This is an optimization exercise on Yosys and OpenROAD, whose aim is small area and a short achievable clock period, not a production implementation. At most, simulation tests tie the RTL to the original design; equivalence was not proved. Only the layout flow was run in run 1; the RTL was not checked for function there.

## flow/design.v (module list and top-level ports; edited modules follow where they fit)
// module gardner_ted: 782 lines
// module loop_filter_pi: 311 lines
// module symbol_nco: 34 lines
// module timing_recovery_top: 42 lines
module timing_recovery_top (
  input  logic               clk,
  input  logic               reset_n,
  input  logic [31:0]        sample_i,     
  output logic [31:0]        sym_o,        
  output logic               sym_valid_o,
  output logic [18:0]        err_o,        
  output logic signed [11:0] ctrl_o
);
  // ...
==> flow/flow/run.sh <==
#!/bin/bash
set -euo pipefail
bash standard.sh SETUP_SLACK_MARGIN=6 finish > standard_flow.log 2>&1
==> flow/standard.sh <==
#!/bin/bash
# synth_recipe.tcl (not shown) runs the flow's synth.tcl, then flattens the netlist and writes it again
# the make line also repeats each setting of config.mk as NAME=value (left out here)
make -C /OpenROAD-flow-scripts/flow DESIGN_CONFIG=/design/flow/config.mk WORK_HOME=/design/flow/orfs CLKGATE_MAP_FILE= SYNTH_SCRIPT=/design/flow/synth_recipe.tcl "${@:-finish}"
==> flow/config.mk <==
export PLATFORM = sky130hd
export DESIGN_NAME = timing_recovery_top
export DESIGN_NICKNAME = timing_recovery_top
export VERILOG_FILES = /design/flow/design.v
export SDC_FILE = /design/flow/constraint.sdc
export NUM_CORES = 4
export LEC_CHECK = 0
export CAP_MARGIN = 20
export CORE_MARGIN = 2
export CORE_UTILIZATION = 40
export SLEW_MARGIN = 20
==> flow/constraint.sdc <==
create_clock -name core_clock -period 12.0 [get_ports {clk}]
set_input_delay 2.4000 -clock core_clock [delete_from_list [all_inputs] [get_ports {clk}]]
set_output_delay 2.4000 -clock core_clock [all_outputs]
set_load 0.01 [all_outputs]
==> impl_metrics.ini, run 1 <==
[outcome]
status = no timing/DRC/antenna violations

[final_layout]
multi_input_area_share = 0.503
multi_input_area_um2 = 13800
regMostFlops = u_ted.dline
final_cell_mix = dfxtp_1 (407), inv_1 (247), fa_1 (193)
final-seq-area_um2 = 8800
sh_seq_area = 0.321

[critical_path]
crit_buf_inv = 2
cpMostUsedCell = ha_1
reg2reg_from = u_ted.t_q[11]
crit_chain = ha_1 > ha_1 > a21oi_2 > nand3_1 > o31ai_2 > xor2_4 > inv_1 > clkdlybuf4s50_1
rr_endpoint = u_lf.ctrl_q[2]

[sta]
finalCriticalPeriod_ns = 6.00
slew_violations = 0
final_hold_viol_count = 0

[route]
drt_iter0_drc = 1231
vias_per_cell = 5.21

[logic_synthesis]
synth_top_cell_by_area = dfxtp_1
synth_top_family_by_area = adder cells
synthFlopType = dfxtp_1

[floorplanning]
row_count = 89

[global_route]
grt_busiest_layer = met2
==> module symbol_nco, before the edit <==
module symbol_nco (
  input  logic               clk,
  input  logic               reset_n,
  input  logic signed [11:0] ctrl_i,        
  output logic               sym_strobe_o,  
  output logic               hp_load_o,     
  output logic               dsel_o         
);
  localparam int MOD = 81920;   
  logic [16:0] phase;
  logic [12:0] incr;
  logic [16:0] sum;
  logic        wrap;
  logic        strobe_q;
  logic [17:0] ahead;
  logic [2:0]  la_q;    
  assign incr = 13'd4096 + {ctrl_i[11], ctrl_i};   
  assign sum  = phase + 17'(incr);                 
  assign wrap = (sum >= 17'(MOD));
  assign ahead = 18'(phase) + 18'({incr, 1'b0}) + 18'({incr, 3'b000});
  always_ff @(posedge clk) begin
    if (!reset_n) begin
      phase    <= '0;
      strobe_q <= 1'b0;
    end else begin
      phase    <= wrap ? 17'(sum - 17'(MOD)) : sum;
      strobe_q <= wrap;
    end
    la_q <= {la_q[1:0], (ahead < 18'(MOD))};
  end
  assign sym_strobe_o = strobe_q;
  assign hp_load_o    = la_q[2];
  assign dsel_o       = la_q[1];
endmodule
==> module timing_recovery_top, before the edit <==
module timing_recovery_top (
  input  logic               clk,
  input  logic               reset_n,
  input  logic [31:0]        sample_i,     
  output logic [31:0]        sym_o,        
  output logic               sym_valid_o,
  output logic [18:0]        err_o,        
  output logic signed [11:0] ctrl_o
);
  logic               sym_strobe;   
  logic               hp_load;       
  logic               dsel;          
  logic [18:0]        err;          
  logic signed [11:0] ctrl;         
  gardner_ted u_ted (
    .clk          (clk),
    .reset_n      (reset_n),
    .sample_i     (sample_i),
    .sym_strobe_i (sym_strobe),
    .hp_load_i     (hp_load),
    .dsel_i        (dsel),
    .err_o        (err),
    .sym_o        (sym_o),
    .sym_valid_o  (sym_valid_o)
  );
  loop_filter_pi u_lf (
    .clk     (clk),
    .reset_n (reset_n),
    .err_i   (err),
    .ctrl_o  (ctrl)
  );
  symbol_nco u_nco (
    .clk          (clk),
    .reset_n      (reset_n),
    .ctrl_i       (ctrl),
    .sym_strobe_o (sym_strobe),
    .hp_load_o     (hp_load),
    .dsel_o        (dsel)
  );
  assign err_o  = err;
  assign ctrl_o = ctrl;
endmodule
==> inputs of run 2 (changes only) <==
--- a/flow/design.v
+++ b/flow/design.v
@@ -1,32 +1,31 @@
 `timescale 1ns/100ps
 `default_nettype none
 module gardner_ted (
   input  logic        clk,
   input  logic        reset_n,
   input  logic [31:0] sample_i,       
   input  logic        sym_strobe_i,   
   input  logic        hp_load_i,      
-  input  logic        dsel_i,         
   output logic [18:0] err_o,          
   output logic [31:0] sym_o,          
   output logic        sym_valid_o
 );
   logic [31:0] dline [1:10];
   logic [20:0] hp_q;    
   always_ff @(posedge clk) begin
     dline[1] <= sample_i;
     for (int k = 2; k <= 10; k++) dline[k] <= dline[k-1];
   end
   logic        stb;
   logic [31:0] dg, mm;
   logic [15:0] g_i, g_q, m_i, m_q;
   assign stb = sym_strobe_i;
-  assign dg  = dsel_i ? dline[10] : dline[9];
+  assign dg  = stb ? dline[9] : dline[10];
   assign mm  = sample_i;
   assign g_i = dg[31:16];
   assign g_q = dg[15:0];
   assign m_i = mm[31:16];
   assign m_q = mm[15:0];
   logic [7:0] one_i, two_i, neg_i, one_q, two_q, neg_q;
   always_comb begin
     for (int k = 0; k < 8; k++) begin
@@ -1099,18 +1098,17 @@
 `default_nettype wire
 `timescale 1ns/100ps
 `default_nettype none
 module symbol_nco (
   input  logic               clk,
   input  logic               reset_n,
   input  logic signed [11:0] ctrl_i,        
   output logic               sym_strobe_o,  
-  output logic               hp_load_o,     
-  output logic               dsel_o         
+  output logic               hp_load_o      
 );
   localparam int MOD = 81920;   
   logic [16:0] phase;
   logic [12:0] incr;
   logic [16:0] sum;
   logic        wrap;
   logic        strobe_q;
   logic [17:0] ahead;
@@ -1126,56 +1124,52 @@
     end else begin
       phase    <= wrap ? 17'(sum - 17'(MOD)) : sum;
       strobe_q <= wrap;
     end
     la_q <= {la_q[1:0], (ahead < 18'(MOD))};
   end
   assign sym_strobe_o = strobe_q;
   assign hp_load_o    = la_q[2];
-  assign dsel_o       = la_q[1];
 endmodule
 `default_nettype wire
 `timescale 1ns/100ps
 `default_nettype none
 module timing_recovery_top (
   input  logic               clk,
   input  logic               reset_n,
   input  logic [31:0]        sample_i,     
   output logic [31:0]        sym_o,        
   output logic               sym_valid_o,
   output logic [18:0]        err_o,        
   output logic signed [11:0] ctrl_o
 );
   logic               sym_strobe;   
   logic               hp_load;       
-  logic               dsel;          
   logic [18:0]        err;          
   logic signed [11:0] ctrl;         
   gardner_ted u_ted (
     .clk          (clk),
     .reset_n      (reset_n),
     .sample_i     (sample_i),
     .sym_strobe_i (sym_strobe),
     .hp_load_i     (hp_load),
-    .dsel_i        (dsel),
     .err_o        (err),
     .sym_o        (sym_o),
     .sym_valid_o  (sym_valid_o)
   );
   loop_filter_pi u_lf (
     .clk     (clk),
     .reset_n (reset_n),
     .err_i   (err),
     .ctrl_o  (ctrl)
   );
   symbol_nco u_nco (
     .clk          (clk),
     .reset_n      (reset_n),
     .ctrl_i       (ctrl),
     .sym_strobe_o (sym_strobe),
-    .hp_load_o     (hp_load),
-    .dsel_o        (dsel)
+    .hp_load_o     (hp_load)
   );
   assign err_o  = err;
   assign ctrl_o = ctrl;
 endmodule
 `default_nettype wire
==> flow/flow/run.sh (replaced) <==
#!/bin/bash
# The standard layout (the standard.sh, unchanged synthesis and steps) with
# two make settings: the timing repair steps aim for 6.5 ns of setup slack
# (SETUP_SLACK_MARGIN=6.5), and every input and output port still gets its own
# buffer, but a buf_1 rather than the default delay buffer (BUFFER_PORTS_ARGS);
# the repair steps resize the ones on critical paths. The make output goes to
# standard_flow.log; each ORFS step also keeps its own log under orfs/logs.
set -euo pipefail
bash standard.sh SETUP_SLACK_MARGIN=6.5 "BUFFER_PORTS_ARGS=-buffer_cell sky130_fd_sc_hd__buf_1" finish > standard_flow.log 2>&1
==> impl_metrics.ini, run 2 <==
[placement]
portBuffers = 97
pre_cts_ws_ns = 5.06
gp_congestion = 0.911
place_hpwl_um = 45500
dp.cells = 2953

[sta]
relSlewSlack = 0.331
hold_ws_ns = 0.298
clock.fmax_mhz = 177
setup_viol = 0
rsz0062_at_grt = true
worstMarginPinSlew_ns = 1.00
fin_skew_ns = 0.0341
setup_slack_ns = 6.36
setup_tns_ns = 0
final_hold_viol_count = 0
slew_violations = 0
finalCriticalPeriod_ns = 5.64
period_share = 0.470

[critical_path]
rr_endpoint = u_ted.t_q[28]
critPathCapture = u_ted.t_q[41]
crit_chain = buf_4 > a22oi_2 > xnor2_2 > fa_2 > inv_1 > fa_1 > fa_1 > inv_1 > fa_2 > fa_1 > inv_1 > fa_2 > fa_2 > xnor2_2 > xnor2_1
r2r_cells = 18
critPathLaunch = sample_i[29]
start_kind = input pin
reg2reg_from = u_nco.strobe_q
slowest_delay_ns = 0.50
critPathKind = in -> reg
cpMostUsedCell = fa_2
crit_path_top_delay_cell = fa_1
cp_max_fo = 10
required_ns = 12.47
critPathCaptureType = flip-flop
rrSetupSlack_ns = 6.47
crit_arrival_ns = 6.11

[global_route]
grt_first_pass_wirelength_um = 99700
overflow = 0
grt_start_max_net_pins = 33
grt_antenna_before_repair = 2
grt_pass1_vias = 17100
grt.total_usage = 0.215

[clock_network]
cts-root-buf = clkbuf_16
clk_latency_ns = 0.59
cts-htree-levels = 2
cts_tree = yes
clock-sinks = 429
clk_pin_slew_ns = 0.06
cts_buffer_depth = 3
cts_made_buffers = 47
hold_buffers = 0

[final_layout]
largest_reg_flops = 320
regMostFlops = u_ted.dline
nets = 2673
area_growth_pct = 19.0
final_cell_mix = dfxtp_1 (405), inv_1 (232), xnor2_1 (169)
drive_gt1_frac = 0.189
finalNonFillerCells = 3106
diodes = 0
final_common_cell = dfxtp_1
largestRegisters = u_ted.dline: 320 flops, u_ted.t_q: 42 flops, u_ted.hp_q: 21 flops
filler_cell_count = 5298

[route]
final_antenna_net_count = 0
drt_iter0_drc = 1203
vias_per_cell = 5.30
drtPass1Iterations = 6
num_vias = 16500
route.detailed.drc = 0
wl_per_cell_um = 20.8
drt_wl_total_um = 64600

[logic_synthesis]
synth-seq-cells = 429
yosys_warnings = 4
synth-edff-count = 21
ys_seq_area_frac = 0.374
postSynthCellCount = 2178
synth.top_cell.area_share = 0.347
synthFlopType = dfxtp_1
synth_top_cell_by_area = dfxtp_1
ys_types = 75
synthMostInstantiatedCell = dfxtp_1
syn_area_um2 = 23500
yosys-top-cells-count = dfxtp_1 (408), inv_1 (247), fa_1 (206)
syn_nets = 2546
avgSynthCellArea_um2 = 10.8
synth_area_leaders = dfxtp_1 (35%), fa_1 (18%), xnor2_1 (6.9%), ha_1 (6.8%), a22oi_1 (5.7%)
async_reset_ff_frac = 0

[outcome]
status = no timing/DRC/antenna violations

[floorplanning]
die_x_um = 246
row_count = 88
dieHeight_um = 246
start_util = 0.406
die-area_um2 = 60700
pin_count = 98
core_area_um2 = 57900

[run]
cap_viol_max_count = 0

[worst_hold_path]
hp-class = reg -> reg
run 2: area by class of cell:
class / instances / area, um2 / area share
multi-input cells: 1374 / 14200 / 0.507
repair buffers: 203 / 1510 / 0.0541
flip-flops and latches: 429 / 8800 / 0.315
clock inverters: 26 / 320 / 0.0115
inverters: 250 / 953 / 0.0341
clock buffers: 59 / 1250 / 0.0447
well taps: 765 / 957 / 0.0342
run 2: worst max-delay path: cells and delay by family:
| kind | cells | cell delay, ns |
|---|---|---|
| AO/OA/AOI/OAI | 1 | 0.22 |
| XOR/XNOR | 3 | 0.45 |
| adder cells (fa/ha/maj) | 7 | 2.69 |
| buffers and inverters | 4 | 0.35 |
run 2: worst min-delay path by stage:
stage	end	cells after the start	slack [ns]	from
after global routing	u_ted.dline[5][21]	0	0.30	u_ted.dline[4][21]
after floorplan	u_nco.la_q[1]	0	0.31	u_nco.la_q[0]
after global placement	u_ted.dline[3][26]	0	0.31	u_ted.dline[2][26]
after CTS	u_nco.la_q[1]	0	0.29	u_nco.la_q[0]
after detailed placement	u_ted.dline[4][12]	0	0.31	u_ted.dline[3][12]
final	u_nco.la_q[1]	0	0.30	u_nco.la_q[0]
run 2: cells by family (layout without fill, tap and decap cells):
kind of cell | count (synthesis) | in the layout | share of synthesized area
AO/OA/AOI/OAI | 459 | 459 | 0.137
buffers and inverters | 376 | 538 | 0.0645
AND/OR/NAND/NOR | 245 | 245 | 0.0517
adder cells (fa/ha/maj) | 334 | 334 | 0.244
flip-flops | 429 | 429 | 0.374
multiplexers | 67 | 68 | 0.0289
XOR/XNOR | 268 | 268 | 0.0999
run 2: metal layers:
layer	global-route usage	part of all wire
met1	0.274	0.42
met2	0.351	0.47
met3	0.0397	0.061
met4	0.104	0.048
met5	0	0
run 2: repair_timing:
item | 4_1_cts | 5_1_grt
gates resized for setup | 192 | 123
buffers inserted | 33 | 30
pin swaps | 29 | 49
endpoints found under the setup margin | 45 | 35
cloned | 1 | 3
run 2: metrics by stage:
stage,utilization,cell area (um2)
3_5_place_dp,0.427,24700
6_report,0.483,28000
3_3_place_gp,0.427,24700
5_1_grt,0.483,28000
2_1_floorplan,-,23900
4_1_cts,0.469,27200
==> inputs of run 3 (changes only) <==
==> flow/flow/run.sh (replaced) <==
#!/bin/bash
# The standard layout (the standard.sh, unchanged synthesis and steps) with
# two make settings: the timing repair steps aim for 6 ns of setup slack
# (SETUP_SLACK_MARGIN=6), and every input and output port still gets its own
# buffer, but a buf_1 rather than the default delay buffer (BUFFER_PORTS_ARGS);
# the repair steps resize the ones on critical paths. The make output goes to
# standard_flow.log; each ORFS step also keeps its own log under orfs/logs.
set -euo pipefail
bash standard.sh SETUP_SLACK_MARGIN=6 "BUFFER_PORTS_ARGS=-buffer_cell sky130_fd_sc_hd__buf_1" finish > standard_flow.log 2>&1
==> impl_metrics.ini, run 3 <==
[clock_network]
clock-sinks = 429
cts-htree-levels = 2
cts-root-buf = clkbuf_16
cts_tree = yes
clk_latency_ns = 0.59
clk_pin_slew_ns = 0.07
cts_made_buffers = 46
cts_buffer_depth = 3

[critical_path]
crit_chain = buf_1 > buf_4 > a22oi_1 > xor2_1 > fa_1 > inv_1 > fa_1 > inv_1 > fa_1 > inv_1 > fa_1 > fa_1 > inv_1 > fa_1 > inv_1 > ha_1
crit_arrival_ns = 6.32
start_kind = input pin
crit_path_top_delay_cell = fa_1
critPathKind = in -> reg
critPathTopFamily = adder cells
slowest_delay_ns = 0.57
cp_max_fo = 18
critPathCaptureType = flip-flop
required_ns = 12.49
rrSetupSlack_ns = 6.26
cpMostUsedCell = fa_1
crit_buf_inv = 7

[sta]
final_hold_viol_count = 0
fin_skew_ns = 0.0271
period_share = 0.486
setup_tns_ns = 0
worstMarginPinSlew_ns = 1.05
rsz0062_at_grt = false
setup_viol = 0
relSlewSlack = 0.298
slew_violations = 0
clock.fmax_mhz = 172
finalCriticalPeriod_ns = 5.83

[placement]
dp.cells = 2956
portBuffers = 97
gp_congestion = 0.921
place_hpwl_um = 45800

[logic_synthesis]
synth_top_cell_by_area = dfxtp_1
yosys-top-cells-count = dfxtp_1 (408), inv_1 (247), fa_1 (206)
postSynthCellCount = 2178
ys_types = 75
ys_seq_area_frac = 0.374
synthMostInstantiatedCell = dfxtp_1
syn_area_um2 = 23500
synthFlopType = dfxtp_1
synth_area_leaders = dfxtp_1 (35%), fa_1 (18%), xnor2_1 (6.9%), ha_1 (6.8%), a22oi_1 (5.7%)
avgSynthCellArea_um2 = 10.8
syn_nets = 2546
yosys_warnings = 4
synth.top_cell.area_share = 0.347
async_reset_ff_frac = 0
synth-seq-cells = 429
synth-edff-count = 21

[route]
drtPass1Iterations = 6
vias_per_cell = 5.22
wl_per_cell_um = 20.1
final_antenna_net_count = 0
drt_iter0_drc = 1304
route.detailed.drc = 0
num_vias = 15900
drt_wl_total_um = 61200

[final_layout]
drive_gt1_frac = 0.104
final_cell_mix = dfxtp_1 (406), inv_1 (243), fa_1 (197)
nets = 2612
filler_cell_count = 5432
final_common_cell = dfxtp_1
finalNonFillerCells = 3047
largest_reg_flops = 320
largestRegisters = u_ted.dline: 320 flops, u_ted.t_q: 42 flops, u_ted.hp_q: 21 flops
regMostFlops = u_ted.dline
area_growth_pct = 12.9

[floorplanning]
start_util = 0.406
dieHeight_um = 246
die-area_um2 = 60700
die_x_um = 246
pin_count = 98
row_count = 88
core_area_um2 = 57900

[run]
cap_viol_max_count = 0

[global_route]
grt_pass1_vias = 16500
grt_antenna_before_repair = 0
grt_first_pass_wirelength_um = 96100
overflow = 0
grt_start_max_net_pins = 34
grt.total_usage = 0.205

[worst_hold_path]
hp-class = reg -> reg

[outcome]
status = no timing/DRC/antenna violations
run 3: cell type report:
class | count | area, um2 | area share
multi-input cells | 1373 | 13400 | 0.506
flip-flops and latches | 429 | 8800 | 0.332
clock buffers | 60 | 1320 | 0.0496
well taps | 765 | 957 | 0.0361
inverters | 250 | 946 | 0.0356
repair buffers | 144 | 758 | 0.0286
clock inverters | 25 | 330 | 0.0124
diodes | 1 | 2.50 | 0.0000943
run 3: cell families after synthesis:
group,count (synthesis),share of synthesized area
adder cells (fa/ha/maj),334,0.244
flip-flops,429,0.374
XOR/XNOR,268,0.0999
AO/OA/AOI/OAI,459,0.137
buffers and inverters,376,0.0645
AND/OR/NAND/NOR,245,0.0517
multiplexers,67,0.0289
run 3: final timing paths:
| check | depth (start not counted) | start | to |
|---|---|---|---|
| setup / recovery | 16 | sample_i[19] | u_ted.t_q[26] |
| hold / removal | 0 | u_ted.dline[6][6] | u_ted.dline[7][6] |
| setup reg to reg | 20 | u_nco.strobe_q | u_ted.t_q[26] |
| hold reg to reg | 0 | u_ted.dline[6][6] | u_ted.dline[7][6] |
run 3: worst register-to-register path, cell delays in order, from the launching register on:
cell        delay, ns
dfxtp_4          0.58
buf_8            0.30
mux2i_2          0.40
inv_1            0.13
ha_2             0.20
nor2_1           0.11
buf_4            0.24
clkinvlp_4       0.26
xnor2_1          0.21
fa_1             0.56
inv_1            0.11
fa_1             0.37
inv_1            0.07
fa_1             0.18
inv_1            0.06
fa_1             0.44
fa_1             0.49
inv_1            0.05
fa_1             0.57
inv_1            0.07
ha_1             0.26
run 3: through the flow:
stage | setup WS [ns] | hold slack (ns) | cell area (um2) | utilization
after floorplan | 5.89 | 0.310 | 23700 | -
after global placement | 5.24 | 0.310 | 24700 | 0.426
after detailed placement | 5.20 | 0.312 | 24700 | 0.426
after CTS | 6.00 | 0.320 | 26400 | 0.456
after global routing | 6.01 | 0.330 | 26500 | 0.458
final | 6.17 | 0.322 | 26500 | 0.458
run 3: layer usage:
metal  part of all wire  vias up  track usage
li1                   -     7438            -
met1               0.44     7882        0.274
met2               0.47      457        0.335
met3              0.047      119       0.0257
met4              0.042        0       0.0879
met5                  0        -            0
run 3: timing repair:
action | 4_1_cts | 5_1_grt
pin swaps | 0 | 1
endpoints found under the setup margin | 30 | 25
buffers inserted | 3 | 2
gates resized for setup | 25 | 39
hold buffers | 0 | 0
==> inputs of run 4 (changes only) <==
--- a/flow/config.mk
+++ b/flow/config.mk
@@ -6,4 +6,5 @@
 export NUM_CORES = 4
 export LEC_CHECK = 0
+export ABC_AREA = 1
 export CAP_MARGIN = 20
 export CORE_MARGIN = 2
==> impl_metrics.ini, run 4 <==
[outcome]
status = no timing/DRC/antenna violations

[clock_network]
cts-root-buf = clkbuf_16
clk_latency_ns = 0.60
cts_tree = yes
hold_buffers = 0
clk_pin_slew_ns = 0.06
cts_made_buffers = 45
cts-htree-levels = 2
cts_buffer_depth = 3
clock-sinks = 429

[sta]
setup_tns_ns = 0
setup_viol = 0
finalCriticalPeriod_ns = 5.96
rsz0062_at_grt = true
fin_skew_ns = 0.0350
clock.fmax_mhz = 168
period_share = 0.497
setup_slack_ns = 6.04
relSlewSlack = 0.269
hold_ws_ns = 0.298
worstMarginPinSlew_ns = 1.10
slew_violations = 0
final_hold_viol_count = 0

[logic_synthesis]
synth-seq-cells = 429
synth_area_leaders = dfxtp_1 (33%), fa_1 (17%), xor2_1 (7.4%), ha_1 (6.5%), inv_1 (6.1%)
syn_area_um2 = 24500
avgSynthCellArea_um2 = 9.24
synth_top_cell_by_area = dfxtp_1
yosys_warnings = 4
synthMostInstantiatedCell = dfxtp_1
yosys-top-cells-count = dfxtp_1 (408), inv_1 (398), nand2_1 (385)
synth.top_cell.area_share = 0.334
ys_types = 49
synth-edff-count = 21
ys_seq_area_frac = 0.359
postSynthCellCount = 2650
synthFlopType = dfxtp_1
syn_nets = 3018
async_reset_ff_frac = 0

[route]
drt_wl_total_um = 70000
top_layer = met4
vias_per_cell = 5.10
final_antenna_net_count = 0
drtPass1Iterations = 6
wl_per_cell_um = 19.5
m1WireLength_um = 32600
drt_iter0_drc = 1380
num_vias = 18300
route.detailed.drc = 0
dr_wl_met3_um = 4590
dr_wl_met2_um = 31000

[critical_path]
critPathTopFamily = adder cells
reg2reg_from = u_nco.strobe_q
cp_max_fo = 5
crit_chain = buf_2 > clkinvlp_4 > o22ai_1 > xor2_2 > fa_2 > fa_1 > fa_1 > inv_1 > fa_1 > fa_1 > inv_1 > fa_1 > inv_1 > fa_1
start_kind = input pin
rrSetupSlack_ns = 6.17
slowest_delay_ns = 0.54
critPathLaunch = sample_i[21]
required_ns = 12.47
crit_path_top_delay_cell = fa_2
crit_buf_inv = 5
critPathKind = in -> reg
cpMostUsedCell = fa_1
critPathCaptureType = flip-flop
crit_arrival_ns = 6.43

[global_route]
overflow = 0
grt_start_max_net_pins = 51
grt.total_usage = 0.220
grt_pass1_vias = 18500
grt_first_pass_wirelength_um = 107000
grt_antenna_before_repair = 1

[floorplanning]
start_util = 0.405
core_area_um2 = 60500
pin_count = 98
row_count = 90
die_x_um = 251
dieHeight_um = 251
die-area_um2 = 63200

[final_layout]
drive_gt1_frac = 0.108
diodes = 0
final_common_cell = dfxtp_1
nets = 3141
largestRegisters = u_ted.dline: 320 flops, u_ted.t_q: 42 flops, u_ted.hp_q: 21 flops
largest_reg_flops = 320
final_util = 0.459
multi_input_area_um2 = 13700
area_growth_pct = 13.3
final_cell_mix = dfxtp_1 (406), nand2_1 (384), inv_1 (371)
final-seq-area_um2 = 8800
filler_cell_count = 5796
regMostFlops = u_ted.dline

[run]
cap_viol_max_count = 0

[placement]
pre_cts_ws_ns = 5.19
portBuffers = 97
place_hpwl_um = 53200
gp_congestion = 0.971

[worst_hold_path]
min-delay-start = u_ted.dline[7][2]
hp-class = reg -> reg
==> run 4: cell types whose count changed after synthesis, moves of 20 or more <==
cell      previous run  this run
xnor2_1            186        62
inv_1              247       398
clkbuf_1            87        38
nand2b_1            25         0
nor2_1              58       106
xor2_1              82       207
nand2_1             65       385
a211oi_1            21         1
nand3_1             25       109
a22oi_1            179         0
or2_1                0        21
mux2i_1             60         2
o22ai_1              5       186
==> run 4: timing repair <==
item / in CTS / in global routing
gates cloned: 0 / 9
hold endpoints to repair: 0 / 0
buffers inserted: 28 / 39
resized for setup: 15 / 55
setup endpoints to repair: 22 / 30
pin swaps: 0 / 7
==> run 4: layout make-up <==
class | count | area share
timing repair inverter | 8 | 0.00171
multi-input combinational | 1697 | 0.493
timing repair buffer | 171 | 0.0403
clock inverter | 21 | 0.00784
clock buffer | 59 | 0.0439
sequential | 429 | 0.317
tap | 782 | 0.0353
inverter | 421 | 0.0614
==> run 4: routing by layer <==
metal	track usage	vias to the layer above
met5	0	-
met4	0.0583	0
met3	0.0381	108
met2	0.346	599
met1	0.313	8908
li1	-	8696
==> run 4: cell families (layout without fill, tap and decap cells) <==
| kind of cell | after synthesis | in the layout | share of synthesized area |
|---|---|---|---|
| compound gates | 389 | 389 | 0.0967 |
| xor+xnor | 269 | 269 | 0.0962 |
| fa+ha+maj | 334 | 334 | 0.234 |
| buf+inv | 524 | 680 | 0.0875 |
| simple gates | 702 | 702 | 0.125 |
| flops | 429 | 429 | 0.359 |
| mux | 3 | 3 | 0.00138 |
==> run 4: through the flow <==
stage,instances,instance area [um2]
after detailed placement,3432,25400
final,3588,27800
after CTS,3540,27100
after global routing,3588,27800
after floorplan,2650,24600
after global placement,3432,25400
==> run 4: final timing paths <==
path / depth (start not counted) / end
worst min register to register: 0 / u_ted.dline[8][2]
worst min-delay path: 0 / u_ted.dline[8][2]
worst max register to register: 21 / u_ted.t_q[28]
worst max-delay path: 14 / u_ted.t_q[28]
==> inputs of run 5 (changes only) <==
--- a/flow/design.v
+++ b/flow/design.v
@@ -1144,5 +1144,5 @@
 );
   logic               sym_strobe;   
-  logic               hp_load;       
+  logic               hp_load;      
   logic [18:0]        err;          
   logic signed [11:0] ctrl;         
@@ -1152,5 +1152,5 @@
     .sample_i     (sample_i),
     .sym_strobe_i (sym_strobe),
-    .hp_load_i     (hp_load),
+    .hp_load_i    (hp_load),
     .err_o        (err),
     .sym_o        (sym_o),
@@ -1168,5 +1168,5 @@
     .ctrl_i       (ctrl),
     .sym_strobe_o (sym_strobe),
-    .hp_load_o     (hp_load)
+    .hp_load_o    (hp_load)
   );
   assign err_o  = err;
--- a/flow/config.mk
+++ b/flow/config.mk
@@ -6,7 +6,8 @@
 export NUM_CORES = 4
 export LEC_CHECK = 0
-export ABC_AREA = 1
 export CAP_MARGIN = 20
 export CORE_MARGIN = 2
 export CORE_UTILIZATION = 40
+export CTS_CLUSTER_DIAMETER = 120
+export CTS_CLUSTER_SIZE = 30
 export SLEW_MARGIN = 20
==> impl_metrics.ini, run 5 <==
[logic_synthesis]
syn_area_um2 = 23500
synthSimpleGateAreaFrac = 0.0517
yosys.area_share.adder = 0.244
synth.top_cell.area_share = 0.347
yosys_warnings = 4
yosys-top-cells-count = dfxtp_1 (408), inv_1 (247), fa_1 (206)
ys_types = 75
postSynthCellCount = 2178
synth_area_leaders = dfxtp_1 (35%), fa_1 (18%), xnor2_1 (6.9%), ha_1 (6.8%), a22oi_1 (5.7%)
synthMostInstantiatedCell = dfxtp_1
synth-xor-area-share = 0.0999
avgSynthCellArea_um2 = 10.8
yosys-mux-area-fraction = 0.0289
synth-seq-cells = 429
synth-edff-count = 21
synth_top_family_by_area = adder cells
syn_nets = 2546
synth-compound-area-share = 0.137
async_reset_ff_frac = 0
ys_seq_area_frac = 0.374
synth_top_cell_by_area = dfxtp_1
synthFlopType = dfxtp_1

[clock_network]
hold_buffers = 0
cts-root-buf = clkbuf_16
cts_tree = yes
cts-htree-levels = 1
cts_buffer_depth = 3
cts_made_buffers = 19
clk_latency_ns = 0.57
clk_pin_slew_ns = 0.11
clock-sinks = 429

[route]
route.detailed.drc = 0
dr_wl_met3_um = 2900
dr_wl_met2_um = 28200
m1WireLength_um = 26700
drtPass1Iterations = 6
final_antenna_net_count = 0
num_vias = 15700
wl_per_cell_um = 20.2
vias_per_cell = 5.23
drt_wl_total_um = 60400
top_layer = met4
drt_iter0_drc = 1262

[sta]
clock.fmax_mhz = 170
worstMarginPinSlew_ns = 1.07
period_share = 0.490
finalCriticalPeriod_ns = 5.87
rsz0062_at_grt = false
setup_viol = 0
final_hold_viol_count = 0
fin_skew_ns = 0.0243
slew_violations = 0
relSlewSlack = 0.285
setup_tns_ns = 0
hold_ws_ns = 0.329

[worst_hold_path]
hold-path-endpoint = u_ted.dline[8][8]
min_path_cells = 0
min-delay-start = u_ted.dline[7][8]
hp-class = reg -> reg

[floorplanning]
row_count = 88
pin_count = 98
dieHeight_um = 246
die_x_um = 246
core_area_um2 = 57900
start_util = 0.406
die-area_um2 = 60700

[critical_path]
cpMostUsedCell = fa_1
rrSetupSlack_ns = 6.26
cp_max_fo = 18
critPathLaunch = sample_i[19]
crit_chain = buf_1 > buf_4 > a22oi_1 > xor2_1 > fa_1 > inv_1 > fa_1 > inv_1 > fa_1 > inv_1 > fa_1 > fa_1 > inv_1 > fa_1 > inv_1 > ha_1
rr_endpoint = u_ted.t_q[26]
r2r_cells = 20
required_ns = 12.46
crit_arrival_ns = 6.33
slowest_delay_ns = 0.57
critPathKind = in -> reg
reg2reg_from = u_nco.strobe_q
crit_path_top_delay_cell = fa_1
start_kind = input pin
critPathCaptureType = flip-flop

[final_layout]
postLayoutCellArea_um2 = 25500
nets = 2594
regMostFlops = u_ted.dline
drive_gt1_frac = 0.0861
finalNonFillerCells = 2997
largestRegisters = u_ted.dline: 320 flops, u_ted.t_q: 42 flops, u_ted.hp_q: 21 flops
area_growth_pct = 8.57
final_common_cell = dfxtp_1
final_cell_mix = dfxtp_1 (406), inv_1 (243), fa_1 (197)
largest_reg_flops = 320

[run]
cap_viol_max_count = 0

[global_route]
grt_start_max_net_pins = 33
grt.total_usage = 0.202
grt_antenna_before_repair = 0
grt_pass1_vias = 16000
grt_first_pass_wirelength_um = 94500
overflow = 0

[placement]
portBuffers = 97
dp.cells = 2956
dpl_cell_area_um2 = 24700
gp_congestion = 0.921
place_hpwl_um = 45800

[outcome]
status = no timing/DRC/antenna violations
==> run 5: logic make-up (layout without fill, tap and decap cells) <==
group / after synthesis / after routing
compound gates: 459 / 459
flops: 429 / 429
buf+inv: 376 / 429
fa+ha+maj: 334 / 334
xor+xnor: 268 / 268
simple gates: 245 / 245
mux: 67 / 67
other cells: 0 / 1
==> run 5: cell type report <==
cell class	instances	area (um2)
Fill cell	5532	32400
Multi-Input combinational cell	1373	13400
Sequential cell	429	8800
Tap cell	765	957
Inverter	250	946
Timing Repair Buffer	153	828
Clock buffer	21	493
Clock inverter	5	60.1
Antenna cell	1	2.50
==> run 5: worst max-delay path by stage <==
stage	cells past startpoint	to
floorplan	16	u_ted.t_q[41]
global placement	13	u_ted.t_q[41]
detailed placement	13	u_ted.t_q[41]
CTS	15	u_ted.t_q[26]
global route	16	u_ted.t_q[41]
finish	16	u_ted.t_q[26]
==> run 5: through the flow <==
step,setup slack (ns),util
3_5_place_dp,5.20,0.426
4_1_cts,5.97,0.437
6_report,6.13,0.441
2_1_floorplan,5.89,-
5_1_grt,6.00,0.441
3_3_place_gp,5.24,0.426
==> run 5: routing by layer <==
metal	up-vias	global-route usage
li1	7365	-
met2	466	0.329
met5	-	0
met1	7742	0.273
met4	0	0.0822
met3	95	0.0211
==> run 5: timing repair <==
item	CTS	global route
setup buffers	4	10
pin swaps	0	1
endpoints found under the setup margin	30	25
gates resized for setup	25	41
==> run 5: worst max-delay path, delay by kind of cell <==
kind / cells / cell delay [ns]
adder cells (fa/ha/maj): 7 / 2.88
buffers and inverters: 7 / 0.62
XOR/XNOR: 1 / 0.24
AO/OA/AOI/OAI: 1 / 0.16
==> inputs of run 6 (changes only) <==
--- a/flow/config.mk
+++ b/flow/config.mk
@@ -9,5 +9,3 @@
 export CORE_MARGIN = 2
 export CORE_UTILIZATION = 40
-export CTS_CLUSTER_DIAMETER = 120
-export CTS_CLUSTER_SIZE = 30
 export SLEW_MARGIN = 20
==> impl_metrics.ini, run 6 <==
[outcome]
status = no timing/DRC/antenna violations

[clock_network]
clk_pin_slew_ns = 0.07
cts-root-buf = clkbuf_16
cts-htree-levels = 2
cts_tree = yes
clk_latency_ns = 0.59
cts_buffer_depth = 3
clock-sinks = 429
cts_made_buffers = 46

[global_route]
grt_pass1_vias = 16500
overflow = 0
grt.total_usage = 0.205
grt_first_pass_wirelength_um = 96100
grt_start_max_net_pins = 34
grt_antenna_before_repair = 0

[route]
wl_per_cell_um = 20.1
final_antenna_net_count = 0
route.detailed.drc = 0
drt_wl_total_um = 61200
vias_per_cell = 5.22
drtPass1Iterations = 6
num_vias = 15900
drt_iter0_drc = 1304

[worst_hold_path]
min_path_cells = 0
hold-path-endpoint = u_ted.dline[7][6]
hp-class = reg -> reg
min-delay-start = u_ted.dline[6][6]

[logic_synthesis]
synth.top_cell.area_share = 0.347
synth_area_leaders = dfxtp_1 (35%), fa_1 (18%), xnor2_1 (6.9%), ha_1 (6.8%), a22oi_1 (5.7%)
yosys.area_share.adder = 0.244
synthSimpleGateAreaFrac = 0.0517
yosys_warnings = 4
synth-edff-count = 21
ys_seq_area_frac = 0.374
synth-seq-cells = 429
syn_nets = 2546
postSynthCellCount = 2178
syn_area_um2 = 23500
async_reset_ff_frac = 0
synthFlopType = dfxtp_1
synth_top_cell_by_area = dfxtp_1
synthMostInstantiatedCell = dfxtp_1
synth-xor-area-share = 0.0999
ys_types = 75
avgSynthCellArea_um2 = 10.8
synth_top_family_by_area = adder cells
yosys-top-cells-count = dfxtp_1 (408), inv_1 (247), fa_1 (206)
synth-compound-area-share = 0.137
yosys-mux-area-fraction = 0.0289

[floorplanning]
die_x_um = 246
core_area_um2 = 57900
start_util = 0.406
die-area_um2 = 60700
row_count = 88
pin_count = 98
dieHeight_um = 246

[final_layout]
final_common_cell = dfxtp_1
area_growth_pct = 12.9
nets = 2612
final_util = 0.458
largest_reg_flops = 320
regMostFlops = u_ted.dline
drive_gt1_frac = 0.104
largestRegisters = u_ted.dline: 320 flops, u_ted.t_q: 42 flops, u_ted.hp_q: 21 flops
final_cell_mix = dfxtp_1 (406), inv_1 (243), fa_1 (197)
filler_cell_count = 5432

[critical_path]
cp_max_fo = 18
rrSetupSlack_ns = 6.26
reg2reg_from = u_nco.strobe_q
required_ns = 12.49
critPathKind = in -> reg
rr_endpoint = u_ted.t_q[26]
start_kind = input pin
crit_arrival_ns = 6.32
critPathCaptureType = flip-flop
r2r_cells = 20

[sta]
final_hold_viol_count = 0
setup_viol = 0
finalCriticalPeriod_ns = 5.83
setup_slack_ns = 6.17
fin_skew_ns = 0.0271
period_share = 0.486
relSlewSlack = 0.298
worstMarginPinSlew_ns = 1.05
rsz0062_at_grt = false
setup_tns_ns = 0
hold_ws_ns = 0.322
clock.fmax_mhz = 172
slew_violations = 0

[placement]
place_hpwl_um = 45800
pre_cts_ws_ns = 5.20
portBuffers = 97
gp_congestion = 0.921

[run]
cap_viol_max_count = 0
-- run 6: worst max-delay path by stage --
stage / cells after the start / slack (ns) / start / end
final: 16 / 6.17 / sample_i[19] / u_ted.t_q[26]
after detailed placement: 13 / 5.20 / sample_i[16] / u_ted.t_q[41]
after floorplan: 16 / 5.89 / sample_i[19] / u_ted.t_q[41]
after CTS: 17 / 6.00 / u_nco.strobe_q / u_ted.t_q[26]
after global routing: 16 / 6.01 / sample_i[19] / u_ted.t_q[41]
after global placement: 13 / 5.24 / sample_i[16] / u_ted.t_q[41]
-- run 6: kinds of logic (layout without fill, tap and decap cells) --
logic type / count (synthesis) / in the layout
mux: 67 / 67
other cells: 0 / 1
simple gates: 245 / 245
buf+inv: 376 / 479
compound gates: 459 / 459
flops: 429 / 429
xor+xnor: 268 / 268
fa+ha+maj: 334 / 334
-- run 6: timing repair --
action                                  4_1_cts  5_1_grt
resized for setup                            25       39
hold buffers                                  0        0
buffers inserted                              3        2
pin swaps                                     0        1
gates cloned                                  0        0
endpoints found under the setup margin       30       25
-- run 6: worst max-delay path, cell delays in order --
cell and delay (ns):
buf_1 0.06, buf_4 0.26, a22oi_1 0.16, xor2_1 0.24
fa_1 0.55, inv_1 0.05, fa_1 0.38, inv_1 0.07
fa_1 0.18, inv_1 0.06, fa_1 0.44, fa_1 0.49
inv_1 0.05, fa_1 0.57, inv_1 0.07, ha_1 0.26
-- run 6: routing by layer --
layer | part of all wire | up-vias | global-route usage
met5 | 0 | - | 0
li1 | - | 7438 | -
met1 | 0.44 | 7882 | 0.274
met4 | 0.042 | 0 | 0.0879
met2 | 0.47 | 457 | 0.335
met3 | 0.047 | 119 | 0.0257
-- run 6: layout make-up --
cell class / instances / area [um2] / share of cell area
Antenna cell: 1 / 2.50 / 0.0000943
Clock buffer: 60 / 1320 / 0.0496
Clock inverter: 25 / 330 / 0.0124
Inverter: 250 / 946 / 0.0356
Multi-Input combinational cell: 1373 / 13400 / 0.506
Sequential cell: 429 / 8800 / 0.332
Tap cell: 765 / 957 / 0.0361
Timing Repair Buffer: 144 / 758 / 0.0286
-- run 6: metrics by stage --
stage | cells | area (um2)
floorplan | 2178 | 23700
global placement | 2956 | 24700
detailed placement | 2956 | 24700
CTS | 3044 | 26400
global route | 3046 | 26500
finish | 3047 | 26500
==> inputs of run 7 (changes only) <==
--- a/flow/config.mk
+++ b/flow/config.mk
@@ -9,3 +9,5 @@
 export CORE_MARGIN = 2
 export CORE_UTILIZATION = 40
+export CTS_CLUSTER_DIAMETER = 100
+export CTS_CLUSTER_SIZE = 25
 export SLEW_MARGIN = 20
==> impl_metrics.ini, run 7 <==
[final_layout]
final-seq-area_um2 = 8800
regMostFlops = u_ted.dline
filler_cell_count = 5503
area_growth_pct = 9.82
largestRegisters = u_ted.dline: 320 flops, u_ted.t_q: 42 flops, u_ted.hp_q: 21 flops
final_common_cell = dfxtp_1
final_cell_mix = dfxtp_1 (406), inv_1 (243), fa_1 (197)
drive_gt1_frac = 0.0909
nets = 2600
diodes = 0
postLayoutCellArea_um2 = 25800
largest_reg_flops = 320
multi_input_area_um2 = 13400

[critical_path]
critPathTopFamily = adder cells
crit_path_top_delay_cell = fa_1
required_ns = 12.47
slowest_delay_ns = 0.49
crit_chain = buf_1 > a22oi_1 > xnor2_1 > fa_1 > inv_1 > fa_1 > fa_1 > inv_1 > fa_1 > inv_1 > fa_1 > fa_2 > xnor2_2 > xnor2_1
cpMostUsedCell = fa_1
crit_buf_inv = 4
start_kind = input pin
crit_arrival_ns = 6.29
critPathCaptureType = flip-flop
cp_max_fo = 9
critPathKind = in -> reg
reg2reg_from = u_nco.strobe_q
r2r_cells = 20
rrSetupSlack_ns = 6.26
rr_endpoint = u_ted.t_q[26]

[logic_synthesis]
syn_nets = 2546
syn_area_um2 = 23500
synthMostInstantiatedCell = dfxtp_1
avgSynthCellArea_um2 = 10.8
synth_area_leaders = dfxtp_1 (35%), fa_1 (18%), xnor2_1 (6.9%), ha_1 (6.8%), a22oi_1 (5.7%)
yosys_warnings = 4
ys_types = 75
ys_seq_area_frac = 0.374
synth-seq-cells = 429
synth-edff-count = 21
async_reset_ff_frac = 0
synth.top_cell.area_share = 0.347
synth_top_cell_by_area = dfxtp_1
yosys-top-cells-count = dfxtp_1 (408), inv_1 (247), fa_1 (206)
postSynthCellCount = 2178
synthFlopType = dfxtp_1

[run]
cap_viol_max_count = 0

[route]
num_vias = 15800
drt_wl_total_um = 60600
drt_iter0_drc = 1212
final_antenna_net_count = 0
drtPass1Iterations = 6
wl_per_cell_um = 20.1
route.detailed.drc = 0
vias_per_cell = 5.25

[placement]
portBuffers = 97
gp_congestion = 0.921
place_hpwl_um = 45800
pre_cts_ws_ns = 5.20
dpl_cell_area_um2 = 24700

[clock_network]
cts_made_buffers = 26
clock-sinks = 429
cts_tree = yes
cts-root-buf = clkbuf_16
cts_buffer_depth = 3
clk_latency_ns = 0.60
cts-htree-levels = 1
hold_buffers = 0
clk_pin_slew_ns = 0.09

[floorplanning]
core_area_um2 = 57900
pin_count = 98
start_util = 0.406
die-area_um2 = 60700
row_count = 88
die_x_um = 246
dieHeight_um = 246

[sta]
worstMarginPinSlew_ns = 1.05
setup_tns_ns = 0
period_share = 0.485
setup_slack_ns = 6.18
relSlewSlack = 0.298
setup_viol = 0
fin_skew_ns = 0.0284
final_hold_viol_count = 0
rsz0062_at_grt = false
slew_violations = 0
clock.fmax_mhz = 172
finalCriticalPeriod_ns = 5.82

[worst_hold_path]
hp-class = reg -> reg
min_path_cells = 0
hold-path-endpoint = u_ted.dline[9][11]
min-delay-start = u_ted.dline[8][11]

[global_route]
grt_first_pass_wirelength_um = 95400
grt_pass1_vias = 16200
grt.total_usage = 0.203
overflow = 0
grt_antenna_before_repair = 0
grt_start_max_net_pins = 33

[outcome]
status = no timing/DRC/antenna violations
## run 7: metal layers
layer,track usage,vias to the layer above,wire (um)
li1,-,7377,-
met1,0.274,7831,26500
met2,0.338,482,28900
met3,0.0223,88,2990
met4,0.0657,0,2200
met5,0,-,0
## run 7: worst register-to-register path, stage by stage, from the launching register on
cell        delay [ns]
dfxtp_4           0.51
buf_6             0.32
mux2i_2           0.41
inv_1             0.13
ha_2              0.20
nor2_1            0.11
buf_4             0.24
clkinvlp_4        0.27
xnor2_1           0.22
fa_1              0.56
inv_1             0.10
fa_1              0.37
inv_1             0.07
fa_1              0.19
inv_1             0.06
fa_1              0.44
fa_1              0.49
inv_1             0.05
fa_1              0.57
inv_1             0.07
ha_1              0.26
## run 7: worst max-delay path by stage
| stage | startpoint | to | slack, ns | cells after the start |
|---|---|---|---|---|
| after global routing | u_ted.t_q[9] | err_o[18] | 6.00 | 12 |
| after floorplan | sample_i[19] | u_ted.t_q[41] | 5.89 | 16 |
| after detailed placement | sample_i[16] | u_ted.t_q[41] | 5.20 | 13 |
| final | sample_i[14] | u_ted.t_q[41] | 6.18 | 14 |
| after CTS | sample_i[9] | u_ted.t_q[26] | 5.96 | 15 |
| after global placement | sample_i[16] | u_ted.t_q[41] | 5.24 | 13 |
## run 7: timing repair
item | 4_1_cts | 5_1_grt
gates resized for setup | 25 | 41
endpoints found under the setup margin | 31 | 26
cloned | 0 | 0
setup buffers | 4 | 9
endpoints found under the hold margin | 0 | 0
pin swaps | 0 | 1
## run 7: kinds of logic (layout without fill, tap and decap cells)
group / after synthesis / count (layout) / share of synthesized area
AOI/OAI and AO/OA: 459 / 459 / 0.137
DFF: 429 / 429 / 0.374
buffers and inverters: 376 / 441 / 0.0645
adders and majority gates: 334 / 334 / 0.244
xor gates and xnor gates: 268 / 268 / 0.0999
and+or+nand+nor: 245 / 245 / 0.0517
muxes: 67 / 67 / 0.0289
## run 7: layout make-up
cell class / instances / area share
Clock buffer: 28 / 0.0255
Clock inverter: 11 / 0.00737
Inverter: 250 / 0.0366
Multi-Input combinational cell: 1373 / 0.521
Sequential cell: 429 / 0.341
Tap cell: 765 / 0.0371
Timing Repair Buffer: 152 / 0.0316
## run 7: stage by stage
step,instances,util,hold WS (ns)
6_report,3008,0.446,0.322
5_1_grt,3008,0.446,0.323
4_1_cts,2999,0.442,0.320
3_3_place_gp,2956,0.426,0.310
2_1_floorplan,2178,-,0.310
3_5_place_dp,2956,0.426,0.312

[afterwards: timing with drivers on the ports]
The results above use ideal ports. As a check the final layouts listed here were re-extracted and re-timed, cells and wires unchanged. Step 1: set_driving_cell puts a clkbuf_16 on clk and a buf_2 on each other input, an assumption about the parent block. Step 2 adds t to the input delays and takes it off the output delays; t is the mean of the earliest and latest rising clock arrival at the registers after step 1. Input paths then give back, and output paths get back, about the clock's delay inside the block. Slacks: no drivers / after step 1 / after step 2; pairs: no drivers / after step 1.
| run | shift t [ns] | slack for setup (ns) | clock arrival spread, ns |
|---|---|---|---|
| run 1 | 0.635 | 6.005 / 5.940 / 5.416 | 0.018 / 0.018 |
| run 2 | 0.639 | 6.357 / 6.393 / 5.754 | 0.034 / 0.034 |
| run 3 | 0.639 | 6.170 / 6.183 / 5.548 | 0.029 / 0.029 |
| run 4 | 0.647 | 6.041 / 6.072 / 5.426 | 0.041 / 0.041 |
| run 5 | 0.617 | 6.125 / 6.160 / 5.543 | 0.026 / 0.026 |
| run 6 | 0.639 | 6.170 / 6.183 / 5.548 | 0.029 / 0.029 |
| run 7 | 0.643 | 6.177 / 6.154 / 5.568 | 0.029 / 0.028 |
After both steps setup and hold are still met in every run listed.
